Source: an optimization exercise on an open RTL-to-GDS flow (aim: small area). Production flows keep margins and buffers that such runs may drop.
In this exercise RTL edits were held to simulation tests only and were not proved equivalent to the original.
Power figures rest on the tool's default switching activity, not on a simulated workload.

--- flow/flow/run.sh ---
#!/bin/bash
# ORFS layout as the standard.sh runs it, with these changes:
#  - synthesis maps logic with ABC's &nf area mapper (flow/synth_wrap.tcl);
#  - the port buffers use the smallest buffer cell, buf_1;
#  - the clock tree uses larger sink clusters and no dummy loads.
set -euo pipefail
W=$PWD
cat >> config.mk <<EOC
export BUFFER_PORTS_ARGS = -buffer_cell sky130_fd_sc_hd__buf_1
export CTS_ARGS = -sink_clustering_enable -repair_clock_nets -buf_list sky130_fd_sc_hd__clkbuf_4 -sink_clustering_size 10 -sink_clustering_max_diameter 40 -dont_use_dummy_load
EOC
export ECG_ABC_SCRIPT=$W/flow/abc_nf.script
make -C "$FLOW_HOME" DESIGN_CONFIG=$W/config.mk WORK_HOME=$W/orfs CLKGATE_MAP_FILE= \
  SYNTH_SCRIPT=$W/flow/synth_wrap.tcl finish > $W/make_finish.log 2>&1
R=$W/orfs/results/$FLOW_PLATFORM/ecg_feature_top/base
: # left out here: write the final layout as DEF
--- flow/flow/abc_nf.script ---
&get -n
&st
&dc2
&dch
&nf -R 1000
&put
--- flow/flow/synth_wrap.tcl ---
proc synth {args} { yosys synth -nofsm -noshare {*}$args }
proc abc {args} {
  set i [lsearch -exact $args -script]
  if {$i >= 0} { lset args [expr {$i + 1}] $::env(ECG_ABC_SCRIPT) }
  yosys abc {*}$args
}
proc extract_fa {args} { yosys extract_fa -fa {*}$args }
source $::env(SCRIPTS_DIR)/synth.tcl
# left out here: clear keep_hierarchy, flatten, clean up, hide names made inside functions, write 1_2_yosys.v
--- flow/standard.sh ---
#!/bin/bash
# synth_recipe.tcl (not shown) runs the flow's synth.tcl, then flattens the netlist and writes it again
# the make line also repeats each setting of config.mk as NAME=value (left out here)
make -C /OpenROAD-flow-scripts/flow DESIGN_CONFIG=/design/flow/config.mk WORK_HOME=/design/flow/orfs CLKGATE_MAP_FILE= SYNTH_SCRIPT=/design/flow/synth_recipe.tcl "${@:-finish}"
--- flow/config.mk ---
export PLATFORM = sky130hd
export DESIGN_NAME = ecg_feature_top
export DESIGN_NICKNAME = ecg_feature_top
export VERILOG_FILES = /design/flow/design.v
export SDC_FILE = /design/flow/constraint.sdc
export NUM_CORES = 4
export LEC_CHECK = 0
export ABC_AREA = 1
export CAP_MARGIN = 0
export CORE_MARGIN = 2
export CORE_UTILIZATION = 70
export SLEW_MARGIN = 0
export BUFFER_PORTS_ARGS = -buffer_cell sky130_fd_sc_hd__buf_1
export CTS_ARGS = -sink_clustering_enable -repair_clock_nets -buf_list sky130_fd_sc_hd__clkbuf_4 -sink_clustering_size 10 -sink_clustering_max_diameter 40 -dont_use_dummy_load
--- flow/constraint.sdc ---
create_clock -name core_clock -period 10.0 [get_ports {wclk}]
set_input_delay 2.0000 -clock core_clock [delete_from_list [all_inputs] [get_ports {wclk}]]
set_output_delay 2.0000 -clock core_clock [all_outputs]
set_load 0.01 [all_outputs]
--- flow/design.v ---
`default_nettype none
package ecg_feature_pkg;
    typedef logic signed [12-1:0] amp_t;
    typedef logic signed [9-1:0] interval_t;
    typedef logic signed [16-1:0] feat_sum_t;
endpackage
`default_nettype wire
`timescale 1ns/1ps
`default_nettype none
module ecg_feature_top (
    input  wire                    wclk,
    input  wire                    rst_n,
    input  wire                    feature_rdy,
    input  wire                    mode,
    input  wire [4-1:0] cnt_lead,
    input  ecg_feature_pkg::interval_t              rr_pre,
    input  ecg_feature_pkg::interval_t              rr_post,
    input  ecg_feature_pkg::interval_t              q_loc,
    input  ecg_feature_pkg::interval_t              s_loc,
    input  ecg_feature_pkg::interval_t              r_loc,
    input  ecg_feature_pkg::interval_t              t_loc,
    input  ecg_feature_pkg::interval_t              st_loc,
    input  ecg_feature_pkg::amp_t                   r_amp,
    input  ecg_feature_pkg::amp_t                   q_amp,
    input  ecg_feature_pkg::amp_t                   s_amp,
    input  ecg_feature_pkg::amp_t                   p_amp,
    input  ecg_feature_pkg::amp_t                   t_amp,
    input  ecg_feature_pkg::amp_t                   st_amp,
    input  ecg_feature_pkg::amp_t                   st_amp_2,
    input  ecg_feature_pkg::amp_t                   st_amp_4,
    input  ecg_feature_pkg::amp_t                   st_amp_6,
    input  ecg_feature_pkg::amp_t                   iso_line,
    output ecg_feature_pkg::interval_t              rr_diff,
    output ecg_feature_pkg::interval_t              qrs,
    output ecg_feature_pkg::interval_t              rr_pre_rr_ave,
    output ecg_feature_pkg::interval_t              rr_post_rr_ave,
    output ecg_feature_pkg::interval_t              qrs_cur_qrs_ave,
    output ecg_feature_pkg::amp_t                   r_amp_r_amp_ave,
    output ecg_feature_pkg::amp_t                   q_amp_q_amp_ave,
    output ecg_feature_pkg::amp_t                   s_amp_s_amp_ave,
    output ecg_feature_pkg::amp_t                   p_amp_p_amp_ave,
    output ecg_feature_pkg::amp_t                   t_amp_t_amp_ave,
    output ecg_feature_pkg::amp_t                   q_amp_iso,
    output ecg_feature_pkg::amp_t                   s_amp_iso,
    output ecg_feature_pkg::amp_t                   t_amp_iso,
    output ecg_feature_pkg::amp_t                   st_amp_iso,
    output ecg_feature_pkg::amp_t                   st_slo,
    output ecg_feature_pkg::feat_sum_t              q_amp_iso_sum,
    output ecg_feature_pkg::feat_sum_t              s_amp_iso_sum,
    output ecg_feature_pkg::feat_sum_t              t_amp_iso_sum,
    output ecg_feature_pkg::feat_sum_t              st_amp_iso_sum,
    output ecg_feature_pkg::feat_sum_t              st_slo_sum,
    output logic                   feature_done,
    output logic                   init_features_end
);
    localparam logic [2:0] S_IDLE = 3'd0;
    localparam logic [2:0] S_WAIT = 3'd1;
    localparam logic [2:0] S_PA   = 3'd2;
    localparam logic [2:0] S_PM   = 3'd3;
    localparam logic [2:0] S_DONE = 3'd4;
    function automatic logic b9(input logic [8:0] x, input logic [8:0] k1h);
        b9 = |(x & k1h);
    endfunction
    function automatic logic b12(input logic [11:0] x, input logic [11:0] k1h);
        b12 = |(x & k1h);
    endfunction
    logic [2:0] state;
    logic [3:0] ph;
    logic       ext;
    logic [3:0] beats;
    logic       zs;
    logic [8:0]  k9;
    logic [11:0] k12;
    always_comb begin
        for (int j = 0; j < 8; j++) k9[j] = (ph == 4'(j));
        k9[8] = (ph >= 4'd8);
        for (int j = 0; j < 11; j++) k12[j] = (ph == 4'(j));
        k12[11] = (ph >= 4'd11);
    end
    wire pa       = (state == S_PA);
    wire pm       = (state == S_PM);
    wire last     = (ph == 4'd14);
    wire init     = beats[3];
    wire lead0    = (cnt_lead == 4'd0);
    wire do_avg   = !mode || lead0;
    wire do_mi    = mode;
    wire beat_end = !mode || (cnt_lead == 4'd11);
    wire a9  = pa && (ph <= 4'd8);
    wire a12 = pa && (ph <= 4'd11);
    wire lo12 = !ext && (ph <= 4'd11);
    wire m12  = pm && lo12;
    wire m16  = pm && (!ext || ph == 4'd0);
    assign feature_done      = (state == S_DONE);
    assign init_features_end = beats[3];
    always_ff @(posedge wclk or negedge rst_n) begin
        if (!rst_n) begin
            state <= S_IDLE;
            ph    <= 4'd0;
            ext   <= 1'b0;
            beats <= 4'd0;
            zs    <= 1'b1;
        end else begin
            ph <= last ? 4'd0 : ph + 4'd1;
            case (state)
                S_IDLE: if (feature_rdy) state <= last ? S_PA : S_WAIT;
                S_WAIT: if (last) state <= S_PA;
                S_PA:   if (last) state <= S_PM;
                S_PM: begin
                    if (last) ext <= 1'b1;
                    if (ext && ph == 4'd2) begin
                        ext   <= 1'b0;
                        state <= S_DONE;
                    end
                end
                default: begin
                    state <= S_IDLE;
                    if (beat_end && !init) beats <= beats + 4'd1;
                    if (do_avg && !init) zs <= 1'b0;
                end
            endcase
        end
    end
    logic [14:0] sum_rr;
    logic [14:0] sum_qrs;
    logic [14:0] sum_r;
    logic [14:0] sum_q;
    logic [14:0] sum_s;
    logic [14:0] sum_p;
    logic [14:0] sum_t;
    wire y_rr = init ? !(sum_rr[3] && !zs) : (sum_rr[0] && !zs);
    wire y_qs = init ? !(sum_qrs[3] && !zs) : (sum_qrs[0] && !zs);
    wire y_r  = init ? !(sum_r[3] && !zs) : (sum_r[0] && !zs);
    wire y_q  = init ? !(sum_q[3] && !zs) : (sum_q[0] && !zs);
    wire y_s  = init ? !(sum_s[3] && !zs) : (sum_s[0] && !zs);
    wire y_p  = init ? !(sum_p[3] && !zs) : (sum_p[0] && !zs);
    wire y_t  = init ? !(sum_t[3] && !zs) : (sum_t[0] && !zs);
    wire y_rp = !(sum_rr[3] && !zs);
    wire [8:0] st_t_dist = st_loc - t_loc;
    wire       no_wave   = (t_loc == 9'd255) || (r_loc == 9'd255);
    wire       ge8       = !st_t_dist[8] && (st_t_dist[7:3] != 5'd0);
    wire       ge4       = !st_t_dist[8] && (st_t_dist[7:2] != 6'd0);
    wire       sel6      = !no_wave && ge8;
    wire       sel4      = !no_wave && !ge8 && ge4;
    wire [3:0] sh        = sel6 ? 4'd2 : (sel4 ? 4'd1 : 4'd0);
    wire sl_lo  = !ext && (ph >= sh) && (ph <= sh + 4'd11);
    wire sl_win = (!ext && (ph >= sh)) || (ext && (ph <= sh));
    wire sl_go  = ext || (ph >= sh);
    wire a_sl = sel6 ? b12(st_amp_6, k12) : (sel4 ? b12(st_amp_4, k12) : b12(st_amp_2, k12));
    wire b_sl = (sel6 || sel4) ? b12(st_amp_2, k12) : b12(st_amp, k12);
    wire iso_n = !b12(iso_line, k12);
    logic [9:0] cy;
    logic [9:0] fa, fb, fs, fc, cin_a, cin_m;
    wire qbit  = (ph <= 4'd8) ? fs[6] : qrs[8];
    wire qi_b  = lo12 ? fs[0] : q_amp_iso[11];
    wire si_b  = lo12 ? fs[1] : s_amp_iso[11];
    wire ti_b  = lo12 ? fs[2] : t_amp_iso[11];
    wire sti_b = lo12 ? fs[3] : st_amp_iso[11];
    wire sl_b  = !no_wave && fs[4];
    wire sls_b = sl_lo ? sl_b : st_slo[11];
    always_comb begin
        fa[0] = b12(q_amp, k12);
        fb[0] = pa ? y_q : iso_n;
        cin_a[0] = init; cin_m[0] = 1'b1;
        fa[1] = b12(s_amp, k12);
        fb[1] = pa ? y_s : iso_n;
        cin_a[1] = init; cin_m[1] = 1'b1;
        fa[2] = b12(t_amp, k12);
        fb[2] = pa ? y_t : iso_n;
        cin_a[2] = init; cin_m[2] = 1'b1;
        fa[3] = pa ? b12(r_amp, k12) : b12(st_amp_2, k12);
        fb[3] = pa ? y_r : iso_n;
        cin_a[3] = init; cin_m[3] = 1'b1;
        fa[4] = pa ? b12(p_amp, k12) : a_sl;
        fb[4] = pa ? y_p : !b_sl;
        cin_a[4] = init; cin_m[4] = 1'b1;
        fa[5] = pa ? b9(rr_post, k9) : (!lead0 && q_amp_iso_sum[0]);
        fb[5] = pa ? !b9(rr_pre, k9) : qi_b;
        cin_a[5] = 1'b1; cin_m[5] = 1'b0;
        fa[6] = pa ? b9(s_loc, k9) : (!lead0 && s_amp_iso_sum[0]);
        fb[6] = pa ? !b9(q_loc, k9) : si_b;
        cin_a[6] = 1'b1; cin_m[6] = 1'b0;
        fa[7] = pa ? b9(rr_pre, k9) : (!lead0 && t_amp_iso_sum[0]);
        fb[7] = pa ? y_rr : ti_b;
        cin_a[7] = init; cin_m[7] = 1'b0;
        fa[8] = pa ? b9(rr_post, k9) : (!lead0 && st_amp_iso_sum[0]);
        fb[8] = pa ? y_rp : sti_b;
        cin_a[8] = 1'b1; cin_m[8] = 1'b0;
        fa[9] = pa ? qbit : (!lead0 && st_slo_sum[0]);
        fb[9] = pa ? y_qs : sls_b;
        cin_a[9] = init; cin_m[9] = 1'b0;
        for (int n = 0; n < 10; n++) {fc[n], fs[n]} = fa[n] + fb[n] + cy[n];
    end
    always_ff @(posedge wclk) begin
        for (int n = 0; n < 10; n++) begin
            if (pa) cy[n] <= last ? cin_m[n] : fc[n];
            else if (pm) cy[n] <= fc[n];
            else cy[n] <= cin_a[n];
        end
        if (pm && !sl_go) cy[9] <= 1'b0;
    end
    wire wr_sum = pa && do_avg && !init;
    always_ff @(posedge wclk) begin
        sum_rr  <= {wr_sum ? fs[7] : sum_rr[0],  sum_rr[14:1]};
        sum_qrs <= {wr_sum ? fs[9] : sum_qrs[0], sum_qrs[14:1]};
        sum_r   <= {wr_sum ? fs[3] : sum_r[0],   sum_r[14:1]};
        sum_q   <= {wr_sum ? fs[0] : sum_q[0],   sum_q[14:1]};
        sum_s   <= {wr_sum ? fs[1] : sum_s[0],   sum_s[14:1]};
        sum_p   <= {wr_sum ? fs[4] : sum_p[0],   sum_p[14:1]};
        sum_t   <= {wr_sum ? fs[2] : sum_t[0],   sum_t[14:1]};
    end
    wire en_a9  = a9 && do_avg;
    wire en_a12 = a12 && do_avg;
    wire en_m12 = m12 && do_mi;
    wire en_m16 = m16 && do_mi;
    wire en_sl  = pm && do_mi && sl_lo;
    wire en_sls = pm && do_mi && sl_win;
    always_ff @(posedge wclk) begin
        rr_diff <= (({fs[5], rr_diff[8:1]}) & {9{rst_n && (en_a9)}}) | ((rr_diff) & {9{rst_n && !(en_a9)}});
        qrs <= (({fs[6], qrs[8:1]}) & {9{rst_n && (en_a9)}}) | ((qrs) & {9{rst_n && !(en_a9)}});
        rr_pre_rr_ave <= (({init && fs[7], rr_pre_rr_ave[8:1]}) & {9{rst_n && (en_a9)}}) | ((rr_pre_rr_ave) & {9{rst_n && !(en_a9)}});
        rr_post_rr_ave <= (({init && fs[8], rr_post_rr_ave[8:1]}) & {9{rst_n && (en_a9)}}) | ((rr_post_rr_ave) & {9{rst_n && !(en_a9)}});
        qrs_cur_qrs_ave <= (({init && fs[9], qrs_cur_qrs_ave[8:1]}) & {9{rst_n && (en_a9)}}) | ((qrs_cur_qrs_ave) & {9{rst_n && !(en_a9)}});
        r_amp_r_amp_ave <= (({init && fs[3], r_amp_r_amp_ave[11:1]}) & {12{rst_n && (en_a12)}}) | ((r_amp_r_amp_ave) & {12{rst_n && !(en_a12)}});
        q_amp_q_amp_ave <= (({init && fs[0], q_amp_q_amp_ave[11:1]}) & {12{rst_n && (en_a12)}}) | ((q_amp_q_amp_ave) & {12{rst_n && !(en_a12)}});
        s_amp_s_amp_ave <= (({init && fs[1], s_amp_s_amp_ave[11:1]}) & {12{rst_n && (en_a12)}}) | ((s_amp_s_amp_ave) & {12{rst_n && !(en_a12)}});
        p_amp_p_amp_ave <= (({init && fs[4], p_amp_p_amp_ave[11:1]}) & {12{rst_n && (en_a12)}}) | ((p_amp_p_amp_ave) & {12{rst_n && !(en_a12)}});
        t_amp_t_amp_ave <= (({init && fs[2], t_amp_t_amp_ave[11:1]}) & {12{rst_n && (en_a12)}}) | ((t_amp_t_amp_ave) & {12{rst_n && !(en_a12)}});
        q_amp_iso <= (({fs[0], q_amp_iso[11:1]}) & {12{rst_n && (en_m12)}}) | ((q_amp_iso) & {12{rst_n && !(en_m12)}});
        s_amp_iso <= (({fs[1], s_amp_iso[11:1]}) & {12{rst_n && (en_m12)}}) | ((s_amp_iso) & {12{rst_n && !(en_m12)}});
        t_amp_iso <= (({fs[2], t_amp_iso[11:1]}) & {12{rst_n && (en_m12)}}) | ((t_amp_iso) & {12{rst_n && !(en_m12)}});
        st_amp_iso <= (({fs[3], st_amp_iso[11:1]}) & {12{rst_n && (en_m12)}}) | ((st_amp_iso) & {12{rst_n && !(en_m12)}});
        q_amp_iso_sum <= (({fs[5], q_amp_iso_sum[15:1]}) & {16{rst_n && (en_m16)}}) | ((q_amp_iso_sum) & {16{rst_n && !(en_m16)}});
        s_amp_iso_sum <= (({fs[6], s_amp_iso_sum[15:1]}) & {16{rst_n && (en_m16)}}) | ((s_amp_iso_sum) & {16{rst_n && !(en_m16)}});
        t_amp_iso_sum <= (({fs[7], t_amp_iso_sum[15:1]}) & {16{rst_n && (en_m16)}}) | ((t_amp_iso_sum) & {16{rst_n && !(en_m16)}});
        st_amp_iso_sum <= (({fs[8], st_amp_iso_sum[15:1]}) & {16{rst_n && (en_m16)}}) | ((st_amp_iso_sum) & {16{rst_n && !(en_m16)}});
        st_slo <= (({sl_b, st_slo[11:1]}) & {12{rst_n && (en_sl)}}) | ((st_slo) & {12{rst_n && !(en_sl)}});
        st_slo_sum <= (({fs[9], st_slo_sum[15:1]}) & {16{rst_n && (en_sls)}}) | ((st_slo_sum) & {16{rst_n && !(en_sls)}});
    end
endmodule
`default_nettype wire
==> notes.md, run 1 <==
status=no timing/DRC/antenna violations; number of buffer cells added on primary ports=~440; CTS root buf=clkbuf_4; HP Class=flip-flop to flip-flop; Routed WL=between 30 and 40 mm; clk sink count=around 370; final cycle utilization of the critical path=65.2%; power per unit of standard cell area=around 220 nW/µm²; Row Count=47; Crit path required time=~11,000 ps; Clock transition at path regs=about 110 ps; pin count of the biggest net entering global routing=65; unrepaired setup endpoints after global routing=false; Die W=between 100 and 150 µm; maximum ir drop on the vdd rail=about 0.16 mV; leading cell type in the layout, fill and taps excluded=buf_1; tightest slew margin relative to the limit=22.3%; CTS H-tree lvls=2; average via count per standard cell=roughly 6.5; final total negative setup slack=0 ps; most used cells in the layout excluding fill and tap cells=buf_1 (437), dfxtp_1 (360), a22o_1 (242); crit path time final=between 6000 and 7000 ps; largest fanout on the critical path=5; Post-Route Skew=128 ps; total of endpoints with negative setup slack in the final report=0; vertical extent of the die=around 130 µm; Leakage Power=approximately 5.4 nW; fraction of final layout cells sized beyond drive strength 1=a little under 5%; count of endpoints failing hold in the final timing report=0; number of remaining DRC errors=0; antenna violations before repair=10; synthesis-stage register bit count=approximately 370; number of instances in the placed design=around 1,700; TritonCTS Buffers=between 40 and 50; wire length of the first global-routing pass=between 50 and 60 mm; number of pins with negative max-slew slack in the final report=0; initial drt markers=approximately 1,200; async set-or-reset flop fraction in the synthesized netlist=under 10%; Routed WL per cell=23.1 µm; Post-CTS Setup Inserts=0; Final Net Count=between 1,500 and 2,000; EDFF count, synth=0; clock latency on the worst-skew pair=about 700 ps; Post-Layout Cell Count=1,712; largest buffer count on any clock path=3; Final ANT Viol Nets=0; via count of the first global-routing pass=10,400; mean instance size in the synthesized netlist=around 12 µm²; total cell area at the placement stage=roughly 14,000 µm²; via count=11,100; count of maximum capacitance violations=0; sequential area share after synthesis=between 60% and 70%; number of synthesis warnings=1; element type at the critical path end=flip-flop; startpoint type of the worst setup path=primary input; Die ar.=18,200 µm²; Arr. time, crit path=around 7000 ps; GRT Util Overall=approximately two fifths; number of iterations in the first detailed-routing pass=9; Area growth syn-to-layout=20.5%; Final Wtd Congestion=between 1 and 1.5; CTS tree=done; total overflow reported by the global router=0; summed instance area of the synthesized netlist=approximately 12,000 µm²; WS Path Type=primary input to flip-flop; Final HPWL DP=between 20 and 30 mm; post-route cell area=~14,000 µm²; instance count of the mapped netlist=approximately 1,000; total of cells resized after clock tree synthesis=0; number of nets produced by synthesis=between 1,000 and 1,500; number of unique standard cell types used by synthesis=44; number of hold buffers added after cts=0; top_reg_cell synth=dfxtp_1; total I/O pin count=between 400 and 500; core area=about 17,000 µm²; initial cell density of the core=between 70 and 80%; highest clock rate=roughly 150 MHz; worst slew pin tran=1170 ps
## synthesized netlist by cell type (10+ instances only)
cell | instances | area share, %
a222oi_1 | 24 | 2.0
a21oi_1 | 45 | 1.9
fa_1 | 10 | 1.7
nand2b_1 | 10 | 0.52
clkinv_1 | 31 | 0.97
a221oi_1 | 10 | 0.73
o21ai_0 | 25 | 1.0
nand2_1 | 43 | 1.3
dfrtp_1 | 12 | 2.5
a22o_1 | 242 | 18
a22oi_1 | 13 | 0.81
nor2_1 | 37 | 1.2
dfxtp_1 | 360 | 60
and3_1 | 14 | 0.73
## cell type report
type                       count  area, µm²
timing repair buffer         452       1750
tap                          220        275
multi-input combinational    579       4410
clock buffer                  44        330
sequential                   373       7530
inverter                      31        116
fill                         914       2190
antenna                       13       32.5
## flip-flops by register name, indices dropped and copies added (netlist names), 10 cells and up
name	flops
q_amp_iso_sum	16
s_amp_iso_sum	16
st_amp_iso_sum	16
st_slo_sum	16
t_amp_iso_sum	16
sum_p	15
sum_q	15
sum_qrs	15
sum_r	15
sum_rr	15
sum_s	15
sum_t	15
p_amp_p_amp_ave	12
q_amp_iso	12
q_amp_q_amp_ave	12
r_amp_r_amp_ave	12
s_amp_iso	12
s_amp_s_amp_ave	12
st_amp_iso	12
st_slo	12
t_amp_iso	12
t_amp_t_amp_ave	12
cy	10
## final timing paths
path	depth (start not counted)	slack (ps)	startpoint	to
max in group asynchronous	2	8350	rst_n	ph[2]$_DFF_PN0_
setup reg to reg	17	4510	ph[3]$_DFF_PN0_	qrs_cur_qrs_ave[8]$_DFF_P_
setup / recovery	21	3480	t_loc[0]	qrs_cur_qrs_ave[8]$_DFF_P_
hold reg to reg	0	280	sum_s[2]$_DFF_P_	sum_s[1]$_DFF_P_
hold / removal	0	280	sum_s[2]$_DFF_P_	sum_s[1]$_DFF_P_
min in group asynchronous	2	1320	rst_n	beats[3]$_DFFE_PN0P_
## worst max-delay path: stages
cell and delay, ps:
buf_1 270, nand2b_1 100, maj3_1 410, maj3_1 410, a311oi_1 420, nor2_1 100
o31ai_1 300, xnor2_1 160, nand3_1 110, nand2_1 140, nand2_1 130, a2111oi_0 320
a211o_1 150, o21ai_0 100, fa_1 500, nor2_1 160, mux2i_1 120, a22o_1 220
fa_1 560, clkinv_1 120, a32o_1 260
## metrics by stage
| step | worst slack (ps) | utilization [%] | power [mW] | hold slack (ps) |
|---|---|---|---|---|
| 6_report | 3480 | 86.8 | 3.18 | 284 |
| 5_1_grt | 3250 | 86.8 | 3.31 | 288 |
| 4_1_cts | 3640 | 86.6 | 3.15 | 270 |
| 3_5_place_dp | 3020 | 84.6 | 2.53 | 312 |
| 3_3_place_gp | 3210 | 84.6 | 2.48 | 310 |
| 2_1_floorplan | 3630 | - | 2.24 | 310 |
## cells by family after synthesis
group | count (synthesis) | share of synthesized area [%]
muxes | 2 | 0.167
adders and majority gates | 13 | 1.92
xor gates and xnor gates | 15 | 1.10
and+or+nand+nor | 150 | 6.00
AOI/OAI and AO/OA | 399 | 27.0
buffers and inverters | 31 | 0.971
DFF | 373 | 62.8
## metal layers
| layer | track usage, % | wire [µm] | up-vias |
|---|---|---|---|
| met3 | 13.9 | 4490 | 174 |
| met4 | 24.7 | 2570 | 0 |
| met2 | 68.3 | 18500 | 738 |
| met1 | 47.7 | 14000 | 5384 |
| li1 | - | - | 4840 |
| met5 | 0 | 0 | - |
## power breakdown
part | internal [mW] | switching, mW | leakage (nW)
clock network | 0.203 | 0.438 | 0.203
registers | 1.74 | 0.110 | 3.10
logic | 0.222 | 0.465 | 2.13
==> inputs of run 2 (changes only) <==
--- a/flow/config.mk
+++ b/flow/config.mk
@@ -6,9 +6,9 @@
 export NUM_CORES = 4
 export LEC_CHECK = 0
 export ABC_AREA = 1
-export CAP_MARGIN = 0
+export CAP_MARGIN = 20
 export CORE_MARGIN = 2
-export CORE_UTILIZATION = 70
-export SLEW_MARGIN = 0
+export CORE_UTILIZATION = 60
+export SLEW_MARGIN = 20
 export BUFFER_PORTS_ARGS = -buffer_cell sky130_fd_sc_hd__buf_1
 export CTS_ARGS = -sink_clustering_enable -repair_clock_nets -buf_list sky130_fd_sc_hd__clkbuf_4 -sink_clustering_size 10 -sink_clustering_max_diameter 40 -dont_use_dummy_load
==> run 2 against run 1 <==
Effect of this change:
- still clean
- clock power up 1%
- die area up 16%
- sequential share of layout area down 0.52 points
- total power down 0.50%
- area after synthesis unchanged
- critical endpoint unchanged
- largest cell class unchanged
==> notes.md, run 2 <==
largest buffer count on any clock path=3 (unchanged); CTS H-tree lvls=2 (unchanged); core area=19,500 µm² (+17%); Filler Cell Count=1,488 (+63%); number of pins with negative max-slew slack in the final report=0 (unchanged); total of endpoints with negative setup slack in the final report=0 (unchanged); maximum ir drop on the vdd rail=0.152 mV (-5.1%); antenna violations before repair=8 (-2); Final Wtd Congestion=0.966 (-3.9%); Die ar.=21,100 µm² (+16%); top_reg_cell synth=dfxtp_1; highest clock rate=161 MHz (+4.7%); total I/O pin count=438 (unchanged); hold slack=268 ps (-15.9 ps); status=no timing/DRC/antenna violations; most used cells in the layout excluding fill and tap cells=buf_1 (437), dfxtp_1 (360), a22o_1 (242); clock latency on the worst-skew pair=660 ps (-20 ps); number of nets produced by synthesis=1,184 (unchanged); via count of the first global-routing pass=9,832 (-5.8%); worst slew pin tran=1030 ps (-137 ps); number of iterations in the first detailed-routing pass=7 (-2); Post-CTS Setup Inserts=0 (unchanged); Final HPWL DP=27.4 mm (-5.6%); startpoint type of the worst setup path=primary input; unrepaired setup endpoints after global routing=false; instance count of the mapped netlist=983 (unchanged); element type at the critical path end=flip-flop; fraction of final layout cells sized beyond drive strength 1=5.32% (+0.52 points); via count=10,500 (-6.0%); number of unique standard cell types used by synthesis=44 (unchanged); DP Worst Slack=3090 ps (+63.4 ps); sequential area share after synthesis=62.8% (unchanged); post-layout power=3.16 mW (-0.50%); crit path time final=6220 ps (-295 ps); Routed WL per cell=20.7 µm (-10%); cell with the largest stage delay on the worst path=fa_1; summed instance area of the synthesized netlist=12,000 µm² (unchanged); Post-Route Skew=95.5 ps (-32.4 ps); Routed WL=36.4 mm (-7.9%); Final Worst Setup Slack=3780 ps (+295 ps); count of maximum capacitance violations=0 (unchanged); CTS tree=done; initial drt markers=900 (-24%); delay of the slowest cell on the worst path=550 ps (about the same); share of the synthesized area in compound gates (AO/OA/AOI/OAI)=27.0% (unchanged); largest fanout on the critical path=5 (unchanged); Row Count=51 (+8.5%); EDFF count, synth=0 (unchanged); library cell with the highest instance count after synthesis=dfxtp_1; TritonCTS Buffers=46 (+4.5%); combinational family with the most area after synthesis=compound AO/OA/AOI/OAI gates; average via count per standard cell=5.96 (-8.4%); adder-cell share of the synthesized area=1.92% (unchanged); number of hold buffers added after cts=0 (unchanged); area of combinational cells with multiple inputs=4410 µm² (about the same); Final Net Count=1,689 (+0.42%); initial cell density of the core=61.4% (-11 points); Switch Pwr=982 µW (-3.1%); wire length of the first global-routing pass=55.8 mm (-3.9%); Die W=145 µm (+7.8%); tightest slew margin relative to the limit=31.5% (+9.2 points); HP Class=flip-flop to flip-flop; Crit path required time=10,560 ps (+20 ps); leading cell type in the layout, fill and taps excluded=buf_1; Final ANT Viol Nets=0 (unchanged); total of cells resized after clock tree synthesis=0 (unchanged); Sequential Power Share=58.0% (-0.2 points); mean instance size in the synthesized netlist=12.2 µm² (unchanged); area fraction of the dominant cell type after synthesis=60.1% (unchanged); total overflow reported by the global router=0 (unchanged); Post-Layout Cell Count=1,757 (+2.6%); Leakage Power=5.49 nW (+1.0%); pin count of the biggest net entering global routing=65 (unchanged); power per unit of standard cell area=216 nW/µm² (-1.5%); post-synthesis share of cell area spent on and, or, nand and nor gates=6.00% (unchanged); most numerous cell types in the synthesized netlist=dfxtp_1 (360), a22o_1 (242), a21oi_1 (45); async set-or-reset flop fraction in the synthesized netlist=3.49% (unchanged); proportion of power drawn by the clock network=20.5% (+0.3 points); final cycle utilization of the critical path=62.2% (-3.0 points); clk sink count=373 (unchanged); count of endpoints failing hold in the final timing report=0 (unchanged); ordered list of cells on the worst path=buf_1, nand2b_1, maj3_1, maj3_1, a311oi_1, nor2_1, o31ai_1, xnor2_1, nand3_1, nand2_1, nand2_1, a2111oi_0, a211o_1, o21ai_0, fa_1, nor2_1, mux2i_1, a22o_1, fa_1, clkinv_1, a32o_1; WS Path Type=primary input to flip-flop; mux contribution to synthesized area=0.167% (unchanged); XOR/XNOR Fraction of Synth Area=1.10% (unchanged); number of synthesis warnings=1 (unchanged); Sequential Area=7530 µm² (unchanged); Clock transition at path regs=100 ps (about the same); internal power=2.18 mW (+0.70%); CTS root buf=clkbuf_4; number of buffer cells added on primary ports=437 (unchanged); most area-hungry cell type in the Yosys netlist=dfxtp_1; GRT Util Overall=33.4% (-8.3 points); vertical extent of the die=145 µm (+7.8%); number of remaining DRC errors=0 (unchanged); Area growth syn-to-layout=21.8%; final total negative setup slack=0 ps (unchanged); combinational share of power=21.5% (about the same); synthesis-stage register bit count=373 (unchanged); Arr. time, crit path=6780 ps (-280 ps); cells taking the most area after synthesis=dfxtp_1 (60%), a22o_1 (18%), dfrtp_1 (2.5%), a222oi_1 (2.0%), a21oi_1 (1.9%); switching fraction of total power=31.1% (-0.83 points); number of instances in the placed design=1,702 (+2.8%)
[run 2: per-stage QoR]
step / utilization [%] / area, µm²
after global routing: 74.7 / 14600
final: 74.7 / 14600
after CTS: 74.3 / 14500
after floorplan: - / 12000
after detailed placement: 72.5 / 14200
after global placement: 72.5 / 14200
[run 2: layer usage]
metal | wire length, µm | GRT usage, % | share of wire, %
met5 | 12 | 0 | 0.033
met1 | 15000 | 43.7 | 41
met3 | 3030 | 7.24 | 8.3
met4 | 1720 | 16.8 | 4.7
met2 | 16700 | 52.7 | 46
[run 2: worst max-delay path, delay by kind of cell]
family          cells  cell delay (ps)
mux                 1              100
fa+ha+maj           4             1870
compound gates      7             1710
simple gates        6              780
buf+inv             2              150
xor+xnor            1              160
[run 2: worst paths after layout]
check | start | end | slack (ps) | cells after the start
hold reg to reg | sum_p[14]$_DFF_P_ | sum_p[13]$_DFF_P_ | 270 | 0
min in group asynchronous | rst_n | ph[2]$_DFF_PN0_ | 1300 | 2
hold / removal | sum_p[14]$_DFF_P_ | sum_p[13]$_DFF_P_ | 270 | 0
setup reg to reg | ph[3]$_DFF_PN0_ | qrs_cur_qrs_ave[8]$_DFF_P_ | 4810 | 17
setup / recovery | st_loc[0] | qrs_cur_qrs_ave[8]$_DFF_P_ | 3780 | 21
max in group asynchronous | rst_n | ph[0]$_DFF_PN0_ | 8410 | 2
[run 2: power by group through the flow]
stage	Combinational (mW)	Sequential (mW)	Clock (mW)
after global placement	0.642	1.86	0
after floorplan	0.413	1.83	0
final	0.681	1.83	0.648
after CTS	0.663	1.83	0.661
after global routing	0.746	1.86	0.725
after detailed placement	0.661	1.86	0
[run 2: final cells by class]
type,instances,area share (%)
well taps,265,2.27
diodes,6,0.103
repair buffers,457,12.6
flip-flops and latches,373,51.6
clock buffers,46,2.37
multi-input cells,579,30.2
inverters,31,0.797
[run 2: cell families (layout without fill, tap and decap cells)]
| group | after synthesis | after routing |
|---|---|---|
| xor gates and xnor gates | 15 | 15 |
| adders and majority gates | 13 | 13 |
| muxes | 2 | 2 |
| DFF | 373 | 373 |
| other | 0 | 6 |
| buffers and inverters | 31 | 534 |
| and+or+nand+nor | 150 | 150 |
| AOI/OAI and AO/OA | 399 | 399 |
==> inputs of run 3 (changes only) <==
--- a/flow/flow/run.sh
+++ b/flow/flow/run.sh
@@ -7,7 +7,7 @@
 W=$PWD
 cat >> config.mk <<EOC
 export BUFFER_PORTS_ARGS = -buffer_cell sky130_fd_sc_hd__buf_1
-export CTS_ARGS = -sink_clustering_enable -repair_clock_nets -buf_list sky130_fd_sc_hd__clkbuf_4 -sink_clustering_size 10 -sink_clustering_max_diameter 40 -dont_use_dummy_load
+export CTS_ARGS = -sink_clustering_enable -repair_clock_nets -buf_list sky130_fd_sc_hd__clkbuf_8 -sink_clustering_size 20 -sink_clustering_max_diameter 45 -dont_use_dummy_load
 EOC
 export ECG_ABC_SCRIPT=$W/flow/abc_nf.script
 make -C "$FLOW_HOME" DESIGN_CONFIG=$W/config.mk WORK_HOME=$W/orfs CLKGATE_MAP_FILE= \
==> flow/config.mk (replaced) <==
export PLATFORM = sky130hd
export DESIGN_NAME = ecg_feature_top
export DESIGN_NICKNAME = ecg_feature_top
export VERILOG_FILES = /design/flow/design.v
export SDC_FILE = /design/flow/constraint.sdc
export NUM_CORES = 4
export LEC_CHECK = 0
export ABC_AREA = 1
export CAP_MARGIN = 0
export CORE_MARGIN = 2
export CORE_UTILIZATION = 70
export SLEW_MARGIN = 0
export BUFFER_PORTS_ARGS = -buffer_cell sky130_fd_sc_hd__buf_1
export CTS_ARGS = -sink_clustering_enable -repair_clock_nets -buf_list sky130_fd_sc_hd__clkbuf_8 -sink_clustering_size 20 -sink_clustering_max_diameter 45 -dont_use_dummy_load
==> run 3 against run 2 <==
Effect of this change:
- register-to-register slack got worse by 120 ps
- final cell count decreased by 3.5%
- routed wire length rose by 9.5%
- area after synthesis stayed put
- sequential share of layout area increased by 0.32 points
- via count grew 5.8%
- core utilization is 12 points higher
- worst hold slack improved by 13 ps
- critical endpoint unchanged
- largest cell class unchanged
==> notes.md, run 3 <==
instance count of the mapped netlist=983 (unchanged); number of unique standard cell types used by synthesis=44 (unchanged); CTS H-tree lvls=1 (-1); crit path time final=6640 ps (+412 ps); largest fanout on the critical path=4 (-1); met2 layer wire length in the routed design=18.9 mm (+14%); Final HPWL DP=29.1 mm (+6.0%); highest clock rate=151 MHz (-6.2%); summed instance area of the synthesized netlist=12,000 µm² (unchanged); DP Worst Slack=3020 ps (-63.4 ps); number of pins with negative max-slew slack in the final report=0 (unchanged); Routed WL per cell=23.5 µm (+13%); WS Path Type=primary input to flip-flop; clk sink count=373 (unchanged); core area=16,600 µm² (-15%); number of synthesis warnings=1 (unchanged); fraction of final layout cells sized beyond drive strength 1=3.76% (-1.6 points); final cycle utilization of the critical path=66.4% (+4.1 points); mean instance size in the synthesized netlist=12.2 µm² (unchanged); via count of the first global-routing pass=10,300 (+4.9%); post-layout power=3.22 mW (+1.8%); initial cell density of the core=72.0% (+11 points); met1 layer wirelength in the final routing=14.1 mm (-5.7%); leading cell type in the layout, fill and taps excluded=buf_1; Die W=135 µm (-7.2%); topmost layer with routed signal wires=met4; capturing instance or port of the critical path=qrs_cur_qrs_ave[8]$_DFF_P_; synthesis-stage register bit count=373 (unchanged); Clock transition at path regs=110 ps (about the same); async set-or-reset flop fraction in the synthesized netlist=3.49% (unchanged); wire length of the first global-routing pass=58.5 mm (+4.7%); antenna violations before repair=10 (+2); EDFF count, synth=0 (unchanged); Routed WL=39.8 mm (+9.5%); Arr. time, crit path=7100 ps (+320 ps); pin count of the biggest net entering global routing=65 (unchanged); Final Net Count=1,666 (-1.4%); Final Worst Setup Slack=3360 ps (-412 ps); launch point of the worst path=t_loc[0]; area fraction of the dominant cell type after synthesis=60.1% (unchanged); Final Wtd Congestion=1.01 (+4.1%); power per unit of standard cell area=222 nW/µm² (+2.5%); hold slack=281 ps (+12.9 ps); tightest slew margin relative to the limit=21.2% (-10 points); Area growth syn-to-layout=21.0%; clock latency on the worst-skew pair=590 ps (-70 ps); maximum ir drop on the vdd rail=0.233 mV (+53%); most numerous cell types in the synthesized netlist=dfxtp_1 (360), a22o_1 (242), a21oi_1 (45); total of endpoints with negative setup slack in the final report=0 (unchanged); share of the core filled with cells in the final layout=87.2% (+12 points); number of nets produced by synthesis=1,184 (unchanged); number of remaining DRC errors=0 (unchanged); internal reg-to-reg setup slack=4690 ps (-120 ps); count of maximum capacitance violations=0 (unchanged); library cell with the highest instance count after synthesis=dfxtp_1; Post-CTS Setup Inserts=0 (unchanged); number of buffer cells added on primary ports=437 (unchanged); Final ANT Viol Nets=0 (unchanged); status=no timing/DRC/antenna violations; total overflow reported by the global router=0 (unchanged); most used cells in the layout excluding fill and tap cells=buf_1 (437), dfxtp_1 (360), a22o_1 (242); most area-hungry cell type in the Yosys netlist=dfxtp_1; total I/O pin count=438 (unchanged); initial drt markers=1,199 (+33%); final total negative setup slack=0 ps (unchanged); Leakage Power=5.44 nW (-1.0%); Post-Route Skew=79.7 ps (-15.8 ps); top_reg_cell synth=dfxtp_1; startpoint of the worst-slack reg-to-reg timing path=ph[3]$_DFF_PN0_; Crit path required time=10,460 ps (-100 ps); total met3 wirelength after detailed routing=4.43 mm (+46%); average via count per standard cell=6.53 (+9.6%); largest buffer count on any clock path=3 (unchanged); CTS root buf=clkbuf_8; HP Class=flip-flop to flip-flop; sequential area share after synthesis=62.8% (unchanged); Die ar.=18,200 µm² (-14%); cell depth of the worst flop-to-flop path=19 (+2); endpoint of the worst register-to-register path=qrs_cur_qrs_ave[8]$_DFF_P_; vertical extent of the die=135 µm (-7.2%); startpoint type of the worst setup path=primary input; number of iterations in the first detailed-routing pass=8 (+1); CTS tree=done; worst slew pin tran=1180 ps (+152 ps); GRT Util Overall=41.9% (+8.5 points); unrepaired setup endpoints after global routing=false; cells taking the most area after synthesis=dfxtp_1 (60%), a22o_1 (18%), dfrtp_1 (2.5%), a222oi_1 (2.0%), a21oi_1 (1.9%); via count=11,100 (+5.8%); count of endpoints failing hold in the final timing report=0 (unchanged); element type at the critical path end=flip-flop; total of cells resized after clock tree synthesis=0 (unchanged); number of hold buffers added after cts=0 (unchanged); Row Count=47 (-7.8%); TritonCTS Buffers=28 (-39%)
==> run 3: how the worst min path moves through the flow <==
stage / start / endpoint / slack [ps] / depth (start not counted)
global route: sum_qrs[1]$_DFF_P_ / sum_qrs[0]$_DFF_P_ / 280 / 0
global placement: sum_rr[2]$_DFF_P_ / sum_rr[1]$_DFF_P_ / 310 / 0
CTS: sum_p[11]$_DFF_P_ / sum_p[10]$_DFF_P_ / 280 / 0
finish: sum_p[8]$_DFF_P_ / sum_p[7]$_DFF_P_ / 280 / 0
floorplan: sum_p[1]$_DFF_P_ / sum_p[0]$_DFF_P_ / 310 / 0
detailed placement: sum_s[1]$_DFF_P_ / sum_s[0]$_DFF_P_ / 310 / 0
==> run 3: critical path: stages <==
cell and delay, ps:
buf_1 290, nand2b_1 110, maj3_1 420, maj3_1 410, a311oi_1 470, nor2_1 90, o31ai_1 310, xnor2_1 100
nand3_1 100, nor2_1 50, nand2_1 100, clkinv_1 120, o21ai_0 180, a21oi_1 50, o21ai_0 170, o21ai_0 170
fa_1 540, nor2_1 160, mux2i_1 120, a22o_1 220, fa_1 550, clkinv_1 100, a32o_1 250
==> run 3: layout make-up <==
cell class | instances | area [µm²]
diodes | 13 | 32.5
multi-input cells | 579 | 4410
repair buffers | 452 | 1750
inverters | 31 | 116
fillers | 871 | 2140
clock buffers | 28 | 385
flip-flops and latches | 373 | 7530
well taps | 220 | 275
==> run 3: per-layer routing <==
metal / up-vias / global-route usage [%]
met5: - / 0
met4: 0 / 22.6
met3: 180 / 13.4
met2: 794 / 69.2
met1: 5305 / 48.6
li1: 4800 / -
==> run 3: cells by family after synthesis <==
family,count (synthesis),synth area share [%]
and+or+nand+nor,150,6.00
AOI/OAI and AO/OA,399,27.0
muxes,2,0.167
xor gates and xnor gates,15,1.10
DFF,373,62.8
buffers and inverters,31,0.971
adders and majority gates,13,1.92
==> run 3: metrics by stage <==
| stage | instances | cell area (µm²) |
|---|---|---|
| finish | 1696 | 14500 |
| global placement | 1655 | 14100 |
| detailed placement | 1655 | 14100 |
| CTS | 1683 | 14500 |
| floorplan | 983 | 12000 |
| global route | 1691 | 14500 |
==> run 3: report_power, final <==
part,internal (mW),leakage (nW),total [mW],switching [mW]
Clock,0.250,0.201,0.676,0.426
Combinational,0.222,2.13,0.694,0.471
Sequential,1.74,3.10,1.85,0.111
Total,2.21,5.44,3.22,1.01
==> inputs of run 4 (changes only) <==
--- a/flow/design.v
+++ b/flow/design.v
@@ -135,16 +135,26 @@
     wire y_p  = init ? !(sum_p[3] && !zs) : (sum_p[0] && !zs);
     wire y_t  = init ? !(sum_t[3] && !zs) : (sum_t[0] && !zs);
     wire y_rp = !(sum_rr[3] && !zs);
-    wire [8:0] st_t_dist = st_loc - t_loc;
+    logic [8:0] st_t_dist;
+    logic [9:0] st_t_c;
+    always_comb begin
+        st_t_c[0] = 1'b1;
+        for (int i = 0; i < 9; i++) begin
+            st_t_dist[i] = st_loc[i] ^ !t_loc[i] ^ st_t_c[i];
+            st_t_c[i+1]  = (st_loc[i] && !t_loc[i]) || (st_loc[i] && st_t_c[i]) || (!t_loc[i] && st_t_c[i]);
+        end
+    end
     wire       no_wave   = (t_loc == 9'd255) || (r_loc == 9'd255);
     wire       ge8       = !st_t_dist[8] && (st_t_dist[7:3] != 5'd0);
     wire       ge4       = !st_t_dist[8] && (st_t_dist[7:2] != 6'd0);
     wire       sel6      = !no_wave && ge8;
     wire       sel4      = !no_wave && !ge8 && ge4;
-    wire [3:0] sh        = sel6 ? 4'd2 : (sel4 ? 4'd1 : 4'd0);
-    wire sl_lo  = !ext && (ph >= sh) && (ph <= sh + 4'd11);
-    wire sl_win = (!ext && (ph >= sh)) || (ext && (ph <= sh));
-    wire sl_go  = ext || (ph >= sh);
+    wire ph_ge_sh = sel6 ? (ph >= 4'd2) : (sel4 ? (ph >= 4'd1) : 1'b1);
+    wire ph_le_sh = sel6 ? (ph <= 4'd2) : (sel4 ? (ph <= 4'd1) : (ph == 4'd0));
+    wire ph_lo_sh = sel6 ? (ph <= 4'd13) : (sel4 ? (ph <= 4'd12) : (ph <= 4'd11));
+    wire sl_lo  = !ext && ph_ge_sh && ph_lo_sh;
+    wire sl_win = (!ext && ph_ge_sh) || (ext && ph_le_sh);
+    wire sl_go  = ext || ph_ge_sh;
     wire a_sl = sel6 ? b12(st_amp_6, k12) : (sel4 ? b12(st_amp_4, k12) : b12(st_amp_2, k12));
     wire b_sl = (sel6 || sel4) ? b12(st_amp_2, k12) : b12(st_amp, k12);
     wire iso_n = !b12(iso_line, k12);
--- a/flow/flow/run.sh
+++ b/flow/flow/run.sh
@@ -7,7 +7,7 @@
 W=$PWD
 cat >> config.mk <<EOC
 export BUFFER_PORTS_ARGS = -buffer_cell sky130_fd_sc_hd__buf_1
-export CTS_ARGS = -sink_clustering_enable -repair_clock_nets -buf_list sky130_fd_sc_hd__clkbuf_8 -sink_clustering_size 20 -sink_clustering_max_diameter 45 -dont_use_dummy_load
+export CTS_ARGS = -sink_clustering_enable -repair_clock_nets -buf_list sky130_fd_sc_hd__clkbuf_4 -sink_clustering_size 10 -sink_clustering_max_diameter 40 -dont_use_dummy_load
 EOC
 export ECG_ABC_SCRIPT=$W/flow/abc_nf.script
 make -C "$FLOW_HOME" DESIGN_CONFIG=$W/config.mk WORK_HOME=$W/orfs CLKGATE_MAP_FILE= \
==> flow/config.mk (replaced) <==
export PLATFORM = sky130hd
export DESIGN_NAME = ecg_feature_top
export DESIGN_NICKNAME = ecg_feature_top
export VERILOG_FILES = /design/flow/design.v
export SDC_FILE = /design/flow/constraint.sdc
export NUM_CORES = 4
export LEC_CHECK = 0
export ABC_AREA = 1
export CAP_MARGIN = 0
export CORE_MARGIN = 2
export CORE_UTILIZATION = 66
export GPL_TIMING_DRIVEN = 0
export SLEW_MARGIN = 0
export BUFFER_PORTS_ARGS = -buffer_cell sky130_fd_sc_hd__buf_1
export CTS_ARGS = -sink_clustering_enable -repair_clock_nets -buf_list sky130_fd_sc_hd__clkbuf_4 -sink_clustering_size 10 -sink_clustering_max_diameter 40 -dont_use_dummy_load
==> run 4 against run 3 <==
Effect of this change:
- still clean on timing, DRC and antenna
- combinational power shrank 3%
- synthesized cell count fell by 1.7%
- sequential share of layout area increased by 0.13 points
- final cell count did not move
- die area grew 5.2%
- sequential cell count unchanged
- worst hold slack better by 21 ps
- core utilization down 6.1 points
- first-iteration DRC count decreased by 22%
- non-clock buffer count fell by 3
- highest routed layer unchanged
==> notes.md, run 4 <==
status=no timing/DRC/antenna violations; library cell with the highest instance count after synthesis=dfxtp_1; count of endpoints failing hold in the final timing report=0 (unchanged); most used cells in the layout excluding fill and tap cells=buf_1 (436), dfxtp_1 (360), a22o_1 (232); crit path time final=7760 ps (+1130 ps); HP Class=flip-flop to flip-flop; maximum ir drop on the vdd rail=0.114 mV (-51%); tightest slew margin relative to the limit=6.56% (-15 points); Die ar.=19,100 µm² (+5.2%); instance count of the mapped netlist=966 (-1.7%); final cycle utilization of the critical path=77.6% (+11 points); sequential area share after synthesis=63.3% (+0.42 points); most numerous cell types in the synthesized netlist=dfxtp_1 (360), a22o_1 (232), nand2_1 (43); number of hold buffers added after cts=0 (unchanged); pin count of the biggest net entering global routing=56 (-14%); number of nets produced by synthesis=1,173 (-0.93%); Final Net Count=1,669 (+0.18%); CTS H-tree lvls=2 (+1); Switch Pwr=980 µW (-2.8%); via count=10,500 (-5.7%); CTS root buf=clkbuf_4; initial drt markers=941 (-22%); number of iterations in the first detailed-routing pass=8 (unchanged); vertical extent of the die=138 µm (+2.6%); clk sink count=373 (unchanged); count of maximum capacitance violations=0 (unchanged); mean instance size in the synthesized netlist=12.3 µm² (+1.1%); core area=17,800 µm² (+7.2%); total I/O pin count=438 (unchanged); cells taking the most area after synthesis=dfxtp_1 (61%), a22o_1 (17%), fa_1 (2.7%), dfrtp_1 (2.5%), a222oi_1 (2.2%); average via count per standard cell=6.16 (-5.7%); startpoint type of the worst setup path=primary input; WS Path Type=primary input to flip-flop; combinational share of power=21.4% (-0.2 points); switching fraction of total power=31.1% (-0.26 points); most area-hungry cell type in the Yosys netlist=dfxtp_1; Filler Cell Count=1,209 (+39%); fraction of final layout cells sized beyond drive strength 1=5.07% (+1.3 points); Sequential Area=7530 µm² (unchanged); wire length of the first global-routing pass=53.9 mm (-7.9%); Final Wtd Congestion=0.941 (-6.4%); Final Worst Setup Slack=2240 ps (-1130 ps); Arr. time, crit path=8310 ps (+1210 ps); antenna violations before repair=3 (-7); hold slack=302 ps (+21.3 ps); proportion of power drawn by the clock network=20.5% (-0.5 points); Area growth syn-to-layout=21.5%; highest clock rate=129 MHz (-15%); Post-CTS Setup Inserts=0 (unchanged); largest buffer count on any clock path=3 (unchanged); worst slew pin tran=1400 ps (+217 ps); top_reg_cell synth=dfxtp_1; element type at the critical path end=flip-flop; GRT Util Overall=35.8% (-6.1 points); via count of the first global-routing pass=9,562 (-7.3%); initial cell density of the core=66.8% (-5.3 points); largest fanout on the critical path=5 (+1); number of remaining DRC errors=0 (unchanged); power per unit of standard cell area=218 nW/µm² (-1.7%); number of unique standard cell types used by synthesis=42 (-4.5%); total overflow reported by the global router=0 (unchanged); leading cell type in the layout, fill and taps excluded=buf_1; internal power=2.17 mW (-1.6%); total of cells resized after clock tree synthesis=0 (unchanged); Final HPWL DP=26.8 mm (-7.9%); total of endpoints with negative setup slack in the final report=0 (unchanged); Routed WL per cell=21.2 µm (-9.9%); final total negative setup slack=0 ps (unchanged); Leakage Power=5.47 nW (+0.51%); Crit path required time=10,550 ps (+90 ps); synthesis-stage register bit count=373 (unchanged); clock latency on the worst-skew pair=660 ps (+70 ps); number of buffer cells added on primary ports=437 (unchanged); number of pins with negative max-slew slack in the final report=0 (unchanged); Row Count=49 (+4.3%); area of combinational cells with multiple inputs=4330 µm² (-1.8%); CTS tree=done; Final ANT Viol Nets=0 (unchanged); area fraction of the dominant cell type after synthesis=60.5% (+0.40 points); TritonCTS Buffers=45 (+61%); summed instance area of the synthesized netlist=11,900 µm² (-0.66%); Clock transition at path regs=100 ps (about the same); async set-or-reset flop fraction in the synthesized netlist=3.49% (unchanged); Die W=138 µm (+2.6%); Post-Route Skew=46.6 ps (-33.1 ps); number of synthesis warnings=1 (unchanged); EDFF count, synth=0 (unchanged); unrepaired setup endpoints after global routing=false; DP Worst Slack=1640 ps (-1380 ps); Sequential Power Share=58.1% (+0.7 points); Routed WL=35.9 mm (-9.9%)
run 4: cell types whose count changed after synthesis, moves of 6 or more:
cell / change
a22o_1: -10
xnor2_1: -6
a21oi_1: -7
a22oi_1: +15
fa_1: +6
nand3_1: +6
run 4: metrics by stage:
step	util (%)	area [µm²]	power [mW]	instances
floorplan	-	11900	2.24	966
global placement	77.6	13800	2.47	1632
detailed placement	79.1	14100	2.53	1644
CTS	81.0	14400	3.15	1689
global route	81.0	14500	3.30	1692
finish	81.1	14500	3.15	1696
run 4: layout make-up:
class / instances / area share (%)
sequential: 373 / 52.1
multi-input combinational: 559 / 29.9
timing repair buffer: 449 / 12.7
clock buffer: 45 / 2.34
tap: 229 / 1.98
inverter: 34 / 0.882
antenna: 7 / 0.121
run 4: cell families after synthesis:
kind of cell	Yosys count	share of synthesized area, %
xor+xnor	4	0.294
buf+inv	34	1.07
mux	4	0.357
fa+ha+maj	17	2.77
flops	373	63.3
compound gates	382	26.2
simple gates	152	6.04
run 4: final timing paths:
path	from	to	slack, ps	cells past startpoint
worst min register to register	sum_t[13]$_DFF_P_	sum_t[12]$_DFF_P_	300	0
worst max register to register	ph[3]$_DFF_PN0_	qrs_cur_qrs_ave[8]$_DFF_P_	4210	17
min in group asynchronous	rst_n	state[2]$_DFFE_PN0P_	1350	1
worst min-delay path	sum_t[13]$_DFF_P_	sum_t[12]$_DFF_P_	300	0
worst max-delay path	t_loc[0]	qrs_cur_qrs_ave[8]$_DFF_P_	2240	26
max in group asynchronous	rst_n	state[0]$_DFFE_PN0P_	8200	1
run 4: power groups by stage:
| stage | registers (mW) | logic [mW] | clock network, mW |
|---|---|---|---|
| global route | 1.86 | 0.736 | 0.710 |
| global placement | 1.85 | 0.620 | 0 |
| floorplan | 1.83 | 0.404 | 0 |
| detailed placement | 1.86 | 0.662 | 0 |
| finish | 1.83 | 0.675 | 0.647 |
| CTS | 1.83 | 0.665 | 0.654 |
run 4: routing by layer:
metal | vias up | wire (µm) | global-route usage [%]
li1 | 4744 | - | -
met1 | 4995 | 14000 | 45.2
met2 | 594 | 16900 | 57.2
met3 | 118 | 3260 | 8.69
met4 | 0 | 1740 | 19.1
met5 | - | 0 | 0
run 4: critical path, cell delays in order:
cell and delay [ps]:
buf_1 140, nor2b_1 170, maj3_1 370, fa_1 380, clkinv_1 70, fa_1 170, clkinv_1 70, fa_1 400
fa_1 410, fa_1 400, fa_1 390, xnor2_1 200, xnor2_1 120, nor3_1 140, nand2_1 150, nand2_1 160
o21ai_0 100, o22ai_1 340, fa_1 490, clkinv_1 110, and2_0 180, mux2i_1 120, a22o_1 250, fa_1 550
clkinv_1 150, a32o_1 270
==> inputs of run 5 (changes only) <==
--- a/flow/config.mk
+++ b/flow/config.mk
@@ -8,8 +8,7 @@
 export ABC_AREA = 1
 export CAP_MARGIN = 0
 export CORE_MARGIN = 2
-export CORE_UTILIZATION = 66
-export GPL_TIMING_DRIVEN = 0
+export CORE_UTILIZATION = 70
 export SLEW_MARGIN = 0
 export BUFFER_PORTS_ARGS = -buffer_cell sky130_fd_sc_hd__buf_1
 export CTS_ARGS = -sink_clustering_enable -repair_clock_nets -buf_list sky130_fd_sc_hd__clkbuf_4 -sink_clustering_size 10 -sink_clustering_max_diameter 40 -dont_use_dummy_load
==> run 5 against run 4 <==
Effect of this change:
- first-iteration DRC count grew 11%
- sequential cell count is the same
- routed wire length increased by 2.5%
- worst hold slack lost 21 ps
- die area is 5.6% lower
- sequential share of layout area up 0.26 points
- count of clock-buffer cells in the layout decreased by 1
- total power decreased by 0.47%
==> notes.md, run 5 <==
Final HPWL DP=27.1 mm (+1.2%); Switch Pwr=981 µW (+0.16%); wire length of the first global-routing pass=54.5 mm (+1.2%); Clock transition at path regs=100 ps (about the same); combinational share of power=21.1% (-0.3 points); tightest slew margin relative to the limit=18.3% (+12 points); total of endpoints with negative setup slack in the final report=0 (unchanged); initial cell density of the core=71.8% (+5.1 points); Filler Cell Count=917 (-24%); via count of the first global-routing pass=9,902 (+3.6%); topmost layer with routed signal wires=met4; core area=16,600 µm² (-7.0%); Row Count=47 (-4.1%); Final Wtd Congestion=0.949 (+0.83%); clk sink count=373 (unchanged); hold slack=281 ps (-21.1 ps); WS Path Type=primary input to flip-flop; HP Class=flip-flop to flip-flop; average via count per standard cell=6.36 (+3.2%); CTS H-tree lvls=2 (unchanged); Area growth syn-to-layout=20.9%; Die ar.=18,100 µm² (-5.6%); Crit path required time=10,550 ps (about the same); unrepaired setup endpoints after global routing=false; total I/O pin count=438 (unchanged); final cycle utilization of the critical path=73.8% (-3.9 points); area fraction of the dominant cell type after synthesis=60.5% (unchanged); synthesis-stage register bit count=373 (unchanged); highest clock rate=136 MHz (+5.3%); instance count of the mapped netlist=966 (unchanged); final total negative setup slack=0 ps (unchanged); async set-or-reset flop fraction in the synthesized netlist=3.49% (unchanged); power per unit of standard cell area=218 nW/µm² (about the same); status=no timing/DRC/antenna violations; number of unique standard cell types used by synthesis=42 (unchanged); leading cell type in the layout, fill and taps excluded=buf_1; antenna violations before repair=4 (+1); Final Worst Setup Slack=2620 ps (+387 ps); number of nets produced by synthesis=1,173 (unchanged); total of cells resized after clock tree synthesis=0 (unchanged); number of buffer cells added on primary ports=437 (unchanged); met1 layer wirelength in the final routing=13.7 mm (-2.6%); number of synthesis warnings=1 (unchanged); CTS tree=done; Arr. time, crit path=7920 ps (-390 ps); CTS root buf=clkbuf_4; worst slew pin tran=1220 ps (-174 ps); launch point of the worst path=t_loc[0]; Leakage Power=5.47 nW (about the same); TritonCTS Buffers=44 (-2.2%); largest fanout on the critical path=6 (+1); EDFF count, synth=0 (unchanged); sequential area share after synthesis=63.3% (unchanged); fraction of final layout cells sized beyond drive strength 1=5.25% (+0.18 points); proportion of power drawn by the clock network=20.4% (about the same); number of pins with negative max-slew slack in the final report=0 (unchanged); number of iterations in the first detailed-routing pass=8 (unchanged); startpoint of the worst-slack reg-to-reg timing path=ph[0]$_DFF_PN0_; Final Net Count=1,676 (+0.42%); internal power=2.16 mW (-0.75%); DP Worst Slack=1980 ps (+343 ps); number of remaining DRC errors=0 (unchanged); met2 layer wire length in the routed design=17.2 mm (+2.1%); crit path time final=7380 ps (-387 ps); startpoint type of the worst setup path=primary input; most numerous cell types in the synthesized netlist=dfxtp_1 (360), a22o_1 (232), nand2_1 (43); vertical extent of the die=134 µm (-2.8%); Post-CTS Setup Inserts=0 (unchanged); library cell with the highest instance count after synthesis=dfxtp_1; Post-Layout Cell Count=1,693 (-0.18%); Post-Route Skew=74.3 ps (+27.7 ps); Sequential Power Share=58.5% (+0.4 points); pin count of the biggest net entering global routing=65 (+16%); summed instance area of the synthesized netlist=11,900 µm² (unchanged); mean instance size in the synthesized netlist=12.3 µm² (unchanged); total overflow reported by the global router=0 (unchanged); total met3 wirelength after detailed routing=3.73 mm (+14%); count of endpoints failing hold in the final timing report=0 (unchanged); Final ANT Viol Nets=0 (unchanged); Routed WL=36.8 mm (+2.5%); most used cells in the layout excluding fill and tap cells=buf_1 (437), dfxtp_1 (360), a22o_1 (232); top_reg_cell synth=dfxtp_1; worst hold path startpoint=sum_r[14]$_DFF_P_; Routed WL per cell=21.7 µm (+2.7%); switching fraction of total power=31.3% (+0.20 points); number of instances in the placed design=1,643 (-0.061%); initial drt markers=1,047 (+11%); Die W=134 µm (-2.8%); cells taking the most area after synthesis=dfxtp_1 (61%), a22o_1 (17%), fa_1 (2.7%), dfrtp_1 (2.5%), a222oi_1 (2.2%); maximum ir drop on the vdd rail=0.148 mV (+30%); element type at the critical path end=flip-flop; largest buffer count on any clock path=3 (unchanged); most area-hungry cell type in the Yosys netlist=dfxtp_1; clock latency on the worst-skew pair=680 ps (+20 ps); number of hold buffers added after cts=0 (unchanged); post-layout power=3.14 mW (-0.47%); GRT Util Overall=39.0% (+3.3 points); count of maximum capacitance violations=0 (unchanged); via count=10,800 (+3.0%)
-- run 5: cell counts after synthesis --
Identical to the previous run, type by type.
-- run 5: cell type report --
class | count | area [µm²] | share of cell area (%)
antenna | 6 | 15.0 | 0.104
clock buffer | 44 | 330 | 2.29
inverter | 34 | 128 | 0.887
multi-input combinational | 559 | 4320 | 30.0
sequential | 373 | 7530 | 52.3
tap | 220 | 275 | 1.91
timing repair buffer | 457 | 1790 | 12.4
-- run 5: critical path: stages --
cell and delay [ps]:
buf_1 120, nor2b_1 150, maj3_1 360, fa_1 370, clkinv_1 60, fa_1 170
clkinv_1 80, fa_1 390, fa_1 400, fa_1 410, fa_1 400, xnor2_1 150
xnor2_1 190, clkinv_1 100, nand3_1 210, nand2_1 120, o21ai_0 170, o22ai_1 120
fa_1 470, clkinv_1 80, and2_0 160, mux2i_1 90, a22o_1 220, fa_1 550
clkinv_1 100, a32o_1 250
-- run 5: through the flow --
step	util (%)	area, µm²
after floorplan	-	11900
after global placement	84.7	14000
after detailed placement	84.7	14000
after CTS	86.7	14400
after global routing	86.8	14400
final	86.8	14400
-- run 5: kinds of logic (layout without fill, tap and decap cells) --
logic type,Yosys count,in the layout,share of synthesized area (%)
AO/OA/AOI/OAI,382,382,26.2
flip-flops,373,373,63.3
AND/OR/NAND/NOR,152,152,6.04
buffers and inverters,34,535,1.07
adder cells (fa/ha/maj),17,17,2.77
XOR/XNOR,4,4,0.294
multiplexers,4,4,0.357
other,0,6,0
-- run 5: metal layers --
metal | vias to the layer above | track usage [%]
li1 | 4772 | -
met4 | 0 | 21.9
met2 | 738 | 62.5
met5 | - | 0
met3 | 147 | 7.71
met1 | 5105 | 50.0
-- run 5: path summary, 6_finish.rpt --
| kind | to | slack [ps] | cells after the start |
|---|---|---|---|
| worst max-delay path | qrs_cur_qrs_ave[8]$_DFF_P_ | 2620 | 26 |
| worst min-delay path | sum_r[13]$_DFF_P_ | 280 | 0 |
| worst max register to register | qrs_cur_qrs_ave[8]$_DFF_P_ | 4710 | 18 |
| worst min register to register | sum_r[13]$_DFF_P_ | 280 | 0 |
| max in group asynchronous | zs$_DFFE_PN1P_ | 8370 | 2 |
| min in group asynchronous | beats[0]$_DFFE_PN0P_ | 1330 | 2 |
-- run 5: power groups by stage --
stage	combinational, mW	clock [mW]	sequential, mW
4_1_cts	0.648	0.641	1.84
3_5_place_dp	0.647	0	1.87
5_1_grt	0.724	0.699	1.86
2_1_floorplan	0.404	0	1.83
3_3_place_gp	0.613	0	1.86
6_report	0.663	0.639	1.84

## afterwards: timing with drivers on the ports
How much do the figures lean on ideal ports? The routed layouts below were timed once more, with nothing changed but the port constraints. Step 1 (the two cells are an assumption about what drives the block):
set clk [get_ports {wclk}]
set_driving_cell -lib_cell sky130_fd_sc_hd__clkbuf_16 $clk
set_driving_cell -lib_cell sky130_fd_sc_hd__buf_2 [delete_from_list [all_inputs] $clk]
Step 2 adds t to the input delays and takes it off the output delays; t is the mean of the earliest and latest rising clock arrival at the registers after step 1. Input paths then give back, and output paths get back, about the clock's delay inside the block. a / b / c = ideal / step 1 / step 2; a / b = the first two.
run | t, ns | slack for setup (ns) | pins driven straight from the clock port
run 1 | 0.655 | 3.482 / 3.491 / 2.836 | 1
run 2 | 0.653 | 3.777 / 3.708 / 3.055 | 1
run 3 | 0.591 | 3.365 / 3.371 / 2.780 | 1
run 4 | 0.680 | 2.235 / 2.257 / 1.576 | 1
run 5 | 0.678 | 2.623 / 2.640 / 1.962 | 1
After both steps every run listed still meets setup and hold. The setup slack of run 2, which loses most, moves by -0.069 ns with the drivers and by -0.722 ns with both steps.
